From an optimization exercise on the open Yosys and OpenROAD flow, aimed at a short achievable clock period and few clock cycles per item; shortcuts taken in it are not production practice.
Only simulation tests tie the RTL to the original design; equivalence was not proved.
The clock port is modelled as an ideal driver, which makes a skipped or thinned clock tree look cheaper than it is; a real chip needs a root buffer or a tree.
Power figures rest on the tool's default switching activity, not on a simulated workload.

// call_stack_exclusive_time
module call_stack_exclusive_time
#(
  parameter int MAX_FUNCS   = cset_pkg::DEF_MAX_FUNCS,
  parameter int STACK_DEPTH = cset_pkg::DEF_STACK_DEPTH
) (
  input  logic                   clk_i,
  input  logic                   rst_ni,
  input  logic                   cfg_we_i,
  input  logic [cset_pkg::CNT_WIDTH-1:0]   cfg_wdata_i,     
  input  logic                   s_axis_tvalid,
  output logic                   s_axis_tready,
  input  logic [cset_pkg::TDATA_WIDTH-1:0] s_axis_tdata,    
  input  logic [0:0]             s_axis_tuser,    
  output logic                   m_axis_tvalid,
  input  logic                   m_axis_tready,
  output logic [cset_pkg::TDATA_WIDTH-1:0] m_axis_tdata,    
  output logic [1:0]             m_axis_tuser     
);
  logic                        accept;
  logic                        acc, drop, res_valid;
  cset_pkg::result_t           res, out;
  cset_ctrl u_ctrl (
    .clk_i       (clk_i),
    .rst_ni      (rst_ni),
    .in_valid_i  (s_axis_tvalid),
    .in_ready_o  (s_axis_tready),
    .in_accept_o (accept),
    .acc_i       (acc),
    .drop_i      (drop),
    .res_valid_i (res_valid),
    .res_i       (res),
    .out_valid_o (m_axis_tvalid),
    .out_ready_i (m_axis_tready),
    .out_o       (out)
  );
  cset_dpath #(
    .MAX_FUNCS   (MAX_FUNCS),
    .STACK_DEPTH (STACK_DEPTH)
  ) u_dpath (
    .clk_i       (clk_i),
    .rst_ni      (rst_ni),
    .cfg_we_i    (cfg_we_i),
    .cfg_wdata_i (cfg_wdata_i),
    .in_accept_i (accept),
    .in_kind_i   (s_axis_tuser[0]),
    .in_func_i   (s_axis_tdata[cset_pkg::ID_WIDTH-1:0]),
    .in_time_i   (s_axis_tdata[cset_pkg::ID_WIDTH+cset_pkg::TIME_WIDTH-1:cset_pkg::ID_WIDTH]),
    .acc_o       (acc),
    .drop_o      (drop),
    .res_valid_o (res_valid),
    .res_o       (res)
  );
  ...
For scale: about 7900 flip-flops.
export LEC_CHECK = 0
export CAP_MARGIN = 20
export CORE_MARGIN = 2
export CORE_UTILIZATION = 65
export PLACE_DENSITY = 0.75
export SLEW_MARGIN = 60
create_clock -name core_clock -period 10.0 [get_ports {clk_i}]
standard.sh (not shown) runs the stock make flow with config.mk's settings and CLKGATE_MAP_FILE= SYNTH_SCRIPT=/design/flow/synth_recipe.tcl, a recipe that flattens the netlist after the stock synthesis.
==> flow/flow/run.sh <==
#!/bin/bash
# The standard layout with these changes:
# - the clock tree is built by flow/mytree.tcl (a balanced tree from a recursive bisection
#   of the registers' positions, three buffer levels) instead of TritonCTS;
# - each output port's buffer is placed next to the register that drives it
#   (flow/outbuf.tcl, run with the clock tree before the CTS step);
# - the resizer may swap cells of different footprints (MATCH_CELL_FOOTPRINT=0);
# - the timing repair steps aim for more setup slack than the 10 ns clock needs, so that
#   they size and buffer the design towards a shorter period.
# The constraints (constraint.sdc) are the design's, unchanged.
set -euo pipefail
W=$(pwd)
export CT_LEVELS="2 5 9"
bash standard.sh SETUP_SLACK_MARGIN=7.0 MATCH_CELL_FOOTPRINT=0 PRE_CTS_TCL="$W/flow/pre_cts.tcl" finish > standard_flow.log 2>&1
Other scripts of this flow, unchanged in this note and not shown: flow/flow/mytree.tcl, flow/flow/outbuf.tcl, flow/flow/pre_cts.tcl
Testbench counts at the start, summed over its fixed seeds: cycles 19,370, items 19,314.
Edit:
--- a/flow/design.v
+++ b/flow/design.v
@@ -276,22 +276,22 @@
   always_comb begin
     s2_tot_rd = '0;
     for (int k = 0; k < MAX_FUNCS; k++) begin
       s2_tot_rd = s2_tot_rd | ({TW{p2b_fhot[k] && tval_q[k]}} & tot_q[k]);
     end
   end
   logic                 p4_pop, p4_res;
   logic [IW-1:0]        p4_id;
   logic                 p5_pop, p5_res;
   logic [IW-1:0]        p5_id;
-  logic [TW-1:0]        p5_sum;
-  logic [TW-1:0]        p6_sum;
+  logic [TW:0]          p5_sum;     
+  logic [TW:0]          p6_sum;
   always_ff @(posedge clk_i or negedge rst_ni) begin
     if (!rst_ni) begin
       p3_push <= 1'b0;
       p3_pop  <= 1'b0;
       p3_res  <= 1'b0;
     end else begin
       p3_push <= p2b_push;
       p3_pop  <= p2b_pop;
       p3_res  <= p2b_res;
     end
@@ -305,80 +305,81 @@
       p3_cpush[j] <= p2b_spush[j-1];
     end
     for (int j = 1; j < STACK_DEPTH - 1; j++) begin
       p3_cpop[j] <= p2b_spop[j];
     end
     p3_rd     <= s2_tot_rd;
     p3_f1     <= p3_pop && (p3_id == p2b_id);
     p3_f2     <= p4_pop && (p4_id == p2b_id);
     p3_f3     <= p5_pop && (p5_id == p2b_id);
   end
-  logic [STACK_DEPTH-1:0][TW-1:0] cstk;
+  logic [STACK_DEPTH-1:0][TW:0]   cstk;
   logic [TW:0]                    s3_parent_sum;
   logic [TW:0]                    s3_excl_sub;
-  assign s3_parent_sum = {1'b0, cstk[1]} + {1'b0, p3_dur};
-  assign s3_excl_sub   = {1'b0, p3_dur} - {1'b0, cstk[0]};
+  assign s3_parent_sum = {1'b0, cstk[1][TW-1:0]} + {1'b0, p3_dur};
+  assign s3_excl_sub   = cstk[0][TW] ? {1'b1, {TW{1'b0}}}
+                                     : {1'b0, p3_dur} - {1'b0, cstk[0][TW-1:0]};
   always_ff @(posedge clk_i) begin
     if (p3_push) begin
       cstk[0] <= '0;
     end else if (p3_pop) begin
-      cstk[0] <= s3_parent_sum[TW] ? TMAX : s3_parent_sum[TW-1:0];
+      cstk[0] <= {cstk[1][TW] || s3_parent_sum[TW], s3_parent_sum[TW-1:0]};
     end
     for (int j = 1; j < STACK_DEPTH - 1; j++) begin
       if (p3_cpush[j]) begin
         cstk[j] <= cstk[j-1];
       end else if (p3_cpop[j]) begin
         cstk[j] <= cstk[j+1];
       end
     end
     if (p3_cpush[STACK_DEPTH-1]) begin
       cstk[STACK_DEPTH-1] <= cstk[STACK_DEPTH-2];
     end
   end
-  logic [TW-1:0]                s3_tot;
-  logic [TW-1:0]                s4_sum;
+  logic [TW:0]                  s3_tot;
+  logic [TW:0]                  s4_sum;
   cset_pkg::status_e    p4_status;
   logic [TW:0]          p4_excl_sub;
-  logic [TW-1:0]        p4_tot;
+  logic [TW:0]          p4_tot;
   cset_pkg::status_e    p5_status;
   logic [MAX_FUNCS-1:0] p5_we;
   always_comb begin
     if (p3_f1) begin
       s3_tot = s4_sum;
     end else if (p3_f2) begin
       s3_tot = p5_sum;
     end else if (p3_f3) begin
       s3_tot = p6_sum;
     end else begin
-      s3_tot = p3_rd;
+      s3_tot = {1'b0, p3_rd};
     end
   end
   always_ff @(posedge clk_i or negedge rst_ni) begin
     if (!rst_ni) begin
       p4_pop <= 1'b0;
       p4_res <= 1'b0;
     end else begin
       p4_pop <= p3_pop;
       p4_res <= p3_res;
     end
   end
   always_ff @(posedge clk_i) begin
     p4_status <= p3_status;
     p4_id     <= p3_id;
     p4_excl_sub <= s3_excl_sub;
     p4_tot    <= s3_tot;
   end
-  logic [TW-1:0] s4_excl;
   logic [TW:0]   s4_add;
-  assign s4_excl = p4_excl_sub[TW] ? '0 : p4_excl_sub[TW-1:0];
-  assign s4_add  = {1'b0, p4_tot} + {1'b0, s4_excl};
-  assign s4_sum = s4_add[TW] ? TMAX : s4_add[TW-1:0];
+  assign s4_add = {1'b0, p4_tot[TW-1:0]} + {1'b0, p4_excl_sub[TW-1:0]};
+  assign s4_sum = p4_excl_sub[TW] ? p4_tot : {p4_tot[TW] || s4_add[TW], s4_add[TW-1:0]};
+  logic [TW-1:0] p5_total;
+  assign p5_total = p5_sum[TW] ? TMAX : p5_sum[TW-1:0];
   always_ff @(posedge clk_i or negedge rst_ni) begin
     if (!rst_ni) begin
       p5_pop <= 1'b0;
       p5_res <= 1'b0;
       p5_we  <= '0;
     end else begin
       p5_pop <= p4_pop;
       p5_res <= p4_res;
       for (int k = 0; k < MAX_FUNCS; k++) begin
         p5_we[k] <= p4_pop && (p4_id == IW'(k));
@@ -398,27 +399,27 @@
       for (int k = 0; k < MAX_FUNCS; k++) begin
         if (p5_we[k]) begin
           tval_q[k] <= 1'b1;
         end
       end
     end
   end
   always_ff @(posedge clk_i) begin
     for (int k = 0; k < MAX_FUNCS; k++) begin
       if (p5_we[k]) begin
-        tot_q[k] <= p5_sum;
+        tot_q[k] <= p5_total;
       end
     end
   end
   assign res_valid_o  = p5_res;
   assign res_o.func   = p5_id;
-  assign res_o.total  = p5_pop ? p5_sum : '0;
+  assign res_o.total  = p5_pop ? p5_total : '0;
   assign res_o.status = p5_status;
 endmodule
 module call_stack_exclusive_time
 #(
   parameter int MAX_FUNCS   = cset_pkg::DEF_MAX_FUNCS,
   parameter int STACK_DEPTH = cset_pkg::DEF_STACK_DEPTH
 ) (
   input  logic                   clk_i,
   input  logic                   rst_ni,
   input  logic                   cfg_we_i,
Sequential cell count came out higher by 67.
Total power is about the same.
Cell area climbs by about 0.8%.
Hold slack is better by 0.019 ns.
First-iteration DRC count is lower by 9.6%.
Cell count climbs by about 1.1%.
Maximum frequency goes up by 0.59%.
Testbench counts after the change, summed over its fixed seeds: cycles 19,370, items 19,314.
No run of this note takes its clock network from TritonCTS; it comes from the design's own scripts or RTL.

call_stack_exclusive_time again, from the RTL that the note above started with.
export LEC_CHECK = 0
export CAP_MARGIN = 20
export CORE_MARGIN = 2
export CORE_UTILIZATION = 65
export PLACE_DENSITY = 0.75
export SLEW_MARGIN = 60
create_clock -name core_clock -period 10.0 [get_ports {clk_i}]
==> flow/flow/run.sh <==
#!/bin/bash
# The standard layout with these changes:
# - the clock tree is built by flow/mytree.tcl (a balanced tree from a recursive bisection
#   of the registers' positions, three buffer levels, clkbuf_8 at the leaves) instead of TritonCTS;
# - each output port's buffer is placed next to the register that drives it
#   (flow/outbuf.tcl, run with the clock tree before the CTS step);
# - the resizer may swap cells of different footprints (MATCH_CELL_FOOTPRINT=0);
# - the timing repair steps aim for more setup slack than the 10 ns clock needs, so that
#   they size and buffer the design towards a shorter period.
# The constraints (constraint.sdc) are the design's, unchanged.
set -euo pipefail
W=$(pwd)
export CT_LEVELS="2 5 9"
export CT_BUFS="sky130_fd_sc_hd__clkbuf_16 sky130_fd_sc_hd__clkbuf_16 sky130_fd_sc_hd__clkbuf_8"
bash standard.sh SETUP_SLACK_MARGIN=7.0 MATCH_CELL_FOOTPRINT=0 PRE_CTS_TCL="$W/flow/pre_cts.tcl" finish > standard_flow.log 2>&1
Other scripts of this flow, unchanged in this note and not shown: flow/flow/mytree.tcl, flow/flow/outbuf.tcl, flow/flow/pre_cts.tcl
Testbench counts at the start, summed over its fixed seeds: cycles 19,370, items 19,314.
Then changed:
--- a/flow/design.v
+++ b/flow/design.v
@@ -274,26 +274,26 @@
   logic [MAX_FUNCS-1:0]         tval_q;
   logic [TW-1:0]                s2_tot_rd;
   always_comb begin
     s2_tot_rd = '0;
     for (int k = 0; k < MAX_FUNCS; k++) begin
       s2_tot_rd = s2_tot_rd | ({TW{p2b_fhot[k] && tval_q[k]}} & tot_q[k]);
     end
   end
   logic                 p4_pop, p4_res;
   logic [IW-1:0]        p4_id;
   logic                 p5_pop, p5_res;
   logic [IW-1:0]        p5_id;
-  logic [TW-1:0]        p5_sum;
-  logic [TW-1:0]        p6_sum;
+  logic [TW:0]          p5_sum;     
+  logic [TW:0]          p6_sum;
   always_ff @(posedge clk_i or negedge rst_ni) begin
     if (!rst_ni) begin
       p3_push <= 1'b0;
       p3_pop  <= 1'b0;
       p3_res  <= 1'b0;
     end else begin
       p3_push <= p2b_push;
       p3_pop  <= p2b_pop;
       p3_res  <= p2b_res;
     end
   end
   always_ff @(posedge clk_i) begin
@@ -303,84 +303,85 @@
     p3_cpush[1] <= p2b_push;
     for (int j = 2; j < STACK_DEPTH; j++) begin
       p3_cpush[j] <= p2b_spush[j-1];
     end
     for (int j = 1; j < STACK_DEPTH - 1; j++) begin
       p3_cpop[j] <= p2b_spop[j];
     end
     p3_rd     <= s2_tot_rd;
     p3_f1     <= p3_pop && (p3_id == p2b_id);
     p3_f2     <= p4_pop && (p4_id == p2b_id);
     p3_f3     <= p5_pop && (p5_id == p2b_id);
   end
-  logic [STACK_DEPTH-1:0][TW-1:0] cstk;
+  logic [STACK_DEPTH-1:0][TW:0]   cstk;
   logic [TW:0]                    s3_parent_sum;
   logic [TW:0]                    s3_excl_sub;
-  assign s3_parent_sum = {1'b0, cstk[1]} + {1'b0, p3_dur};
-  assign s3_excl_sub   = {1'b0, p3_dur} - {1'b0, cstk[0]};
+  assign s3_parent_sum = {1'b0, cstk[1][TW-1:0]} + {1'b0, p3_dur};
+  assign s3_excl_sub   = cstk[0][TW] ? {1'b1, {TW{1'b0}}}
+                                     : {1'b0, p3_dur} - {1'b0, cstk[0][TW-1:0]};
   always_ff @(posedge clk_i) begin
     if (p3_push) begin
       cstk[0] <= '0;
     end else if (p3_pop) begin
-      cstk[0] <= s3_parent_sum[TW] ? TMAX : s3_parent_sum[TW-1:0];
+      cstk[0] <= {cstk[1][TW] || s3_parent_sum[TW], s3_parent_sum[TW-1:0]};
     end
     for (int j = 1; j < STACK_DEPTH - 1; j++) begin
       if (p3_cpush[j]) begin
         cstk[j] <= cstk[j-1];
       end else if (p3_cpop[j]) begin
         cstk[j] <= cstk[j+1];
       end
     end
     if (p3_cpush[STACK_DEPTH-1]) begin
       cstk[STACK_DEPTH-1] <= cstk[STACK_DEPTH-2];
     end
   end
-  logic [TW-1:0]                s3_tot;
-  logic [TW-1:0]                s4_sum;
+  logic [TW:0]                  s3_tot;
+  logic [TW:0]                  s4_sum;
   cset_pkg::status_e    p4_status;
   logic [TW:0]          p4_excl_sub;
-  logic [TW-1:0]        p4_tot;
+  logic [TW:0]          p4_tot;
   cset_pkg::status_e    p5_status;
   logic [MAX_FUNCS-1:0] p5_we;
   always_comb begin
     if (p3_f1) begin
       s3_tot = s4_sum;
     end else if (p3_f2) begin
       s3_tot = p5_sum;
     end else if (p3_f3) begin
       s3_tot = p6_sum;
     end else begin
-      s3_tot = p3_rd;
+      s3_tot = {1'b0, p3_rd};
     end
   end
   always_ff @(posedge clk_i or negedge rst_ni) begin
     if (!rst_ni) begin
       p4_pop <= 1'b0;
       p4_res <= 1'b0;
     end else begin
       p4_pop <= p3_pop;
       p4_res <= p3_res;
     end
   end
   always_ff @(posedge clk_i) begin
     p4_status <= p3_status;
     p4_id     <= p3_id;
     p4_excl_sub <= s3_excl_sub;
     p4_tot    <= s3_tot;
   end
-  logic [TW-1:0] s4_excl;
   logic [TW:0]   s4_add;
-  assign s4_excl = p4_excl_sub[TW] ? '0 : p4_excl_sub[TW-1:0];
-  assign s4_add  = {1'b0, p4_tot} + {1'b0, s4_excl};
-  assign s4_sum = s4_add[TW] ? TMAX : s4_add[TW-1:0];
+  assign s4_add = {1'b0, p4_tot[TW-1:0]} + {1'b0, p4_excl_sub[TW-1:0]};
+  assign s4_sum = p4_excl_sub[TW] ? p4_tot : {p4_tot[TW] || s4_add[TW], s4_add[TW-1:0]};
+  logic [TW-1:0] p5_total;
+  assign p5_total = p5_sum[TW] ? TMAX : p5_sum[TW-1:0];
   always_ff @(posedge clk_i or negedge rst_ni) begin
     if (!rst_ni) begin
       p5_pop <= 1'b0;
       p5_res <= 1'b0;
       p5_we  <= '0;
     end else begin
       p5_pop <= p4_pop;
       p5_res <= p4_res;
       for (int k = 0; k < MAX_FUNCS; k++) begin
         p5_we[k] <= p4_pop && (p4_id == IW'(k));
       end
     end
@@ -396,31 +397,31 @@
       tval_q <= '0;
     end else begin
       for (int k = 0; k < MAX_FUNCS; k++) begin
         if (p5_we[k]) begin
           tval_q[k] <= 1'b1;
         end
       end
     end
   end
   always_ff @(posedge clk_i) begin
     for (int k = 0; k < MAX_FUNCS; k++) begin
       if (p5_we[k]) begin
-        tot_q[k] <= p5_sum;
+        tot_q[k] <= p5_total;
       end
     end
   end
   assign res_valid_o  = p5_res;
   assign res_o.func   = p5_id;
-  assign res_o.total  = p5_pop ? p5_sum : '0;
+  assign res_o.total  = p5_pop ? p5_total : '0;
   assign res_o.status = p5_status;
 endmodule
 module call_stack_exclusive_time
 #(
   parameter int MAX_FUNCS   = cset_pkg::DEF_MAX_FUNCS,
   parameter int STACK_DEPTH = cset_pkg::DEF_STACK_DEPTH
 ) (
   input  logic                   clk_i,
   input  logic                   rst_ni,
   input  logic                   cfg_we_i,
   input  logic [cset_pkg::CNT_WIDTH-1:0]   cfg_wdata_i,     
   input  logic                   s_axis_tvalid,
Sequential share of layout area stays flat.
Total power is lower by 0.36%.
Combinational power falls by 5.6%.
Worst setup slack improved by 48 ps.
Worst hold slack improved by 27 ps.
Testbench counts after the change, summed over its fixed seeds: cycles 19,370, items 19,314.
No run of this note takes its clock network from TritonCTS; it comes from the design's own scripts or RTL.

==> separate check: timing with driven ports <==
The results above use ideal ports. As a check the final layouts listed here were re-extracted and re-timed, cells and wires unchanged. Step 1 sets driving cells, clkbuf_16 on the clock port and buf_2 on the other inputs (assumed; they add their load-dependent delay and slew). Step 2 times the ports against the registers' clock, not the clock port: input delays grow and output delays shrink by t, the midpoint of the rising clock arrivals with the driver on. a / b / c = no drivers / after step 1 / after step 2; a / b = the first two.
run	t (ns)	setup slack, ns	worst setup path at the end
the first run of note 1	1.042	6.685 / 6.434 / 6.223	input to register
the second run of note 1	1.073	6.705 / 6.440 / 6.223	input to register
the first run of note 2	0.993	6.683 / 6.466 / 6.222	input to register
the second run of note 2	1.020	6.731 / 6.458 / 6.258	input to register
After both steps setup and hold are still met in every run listed. The setup slack of the second run of note 1, which loses most, moves by -0.265 ns with the drivers and by -0.482 ns with both steps.
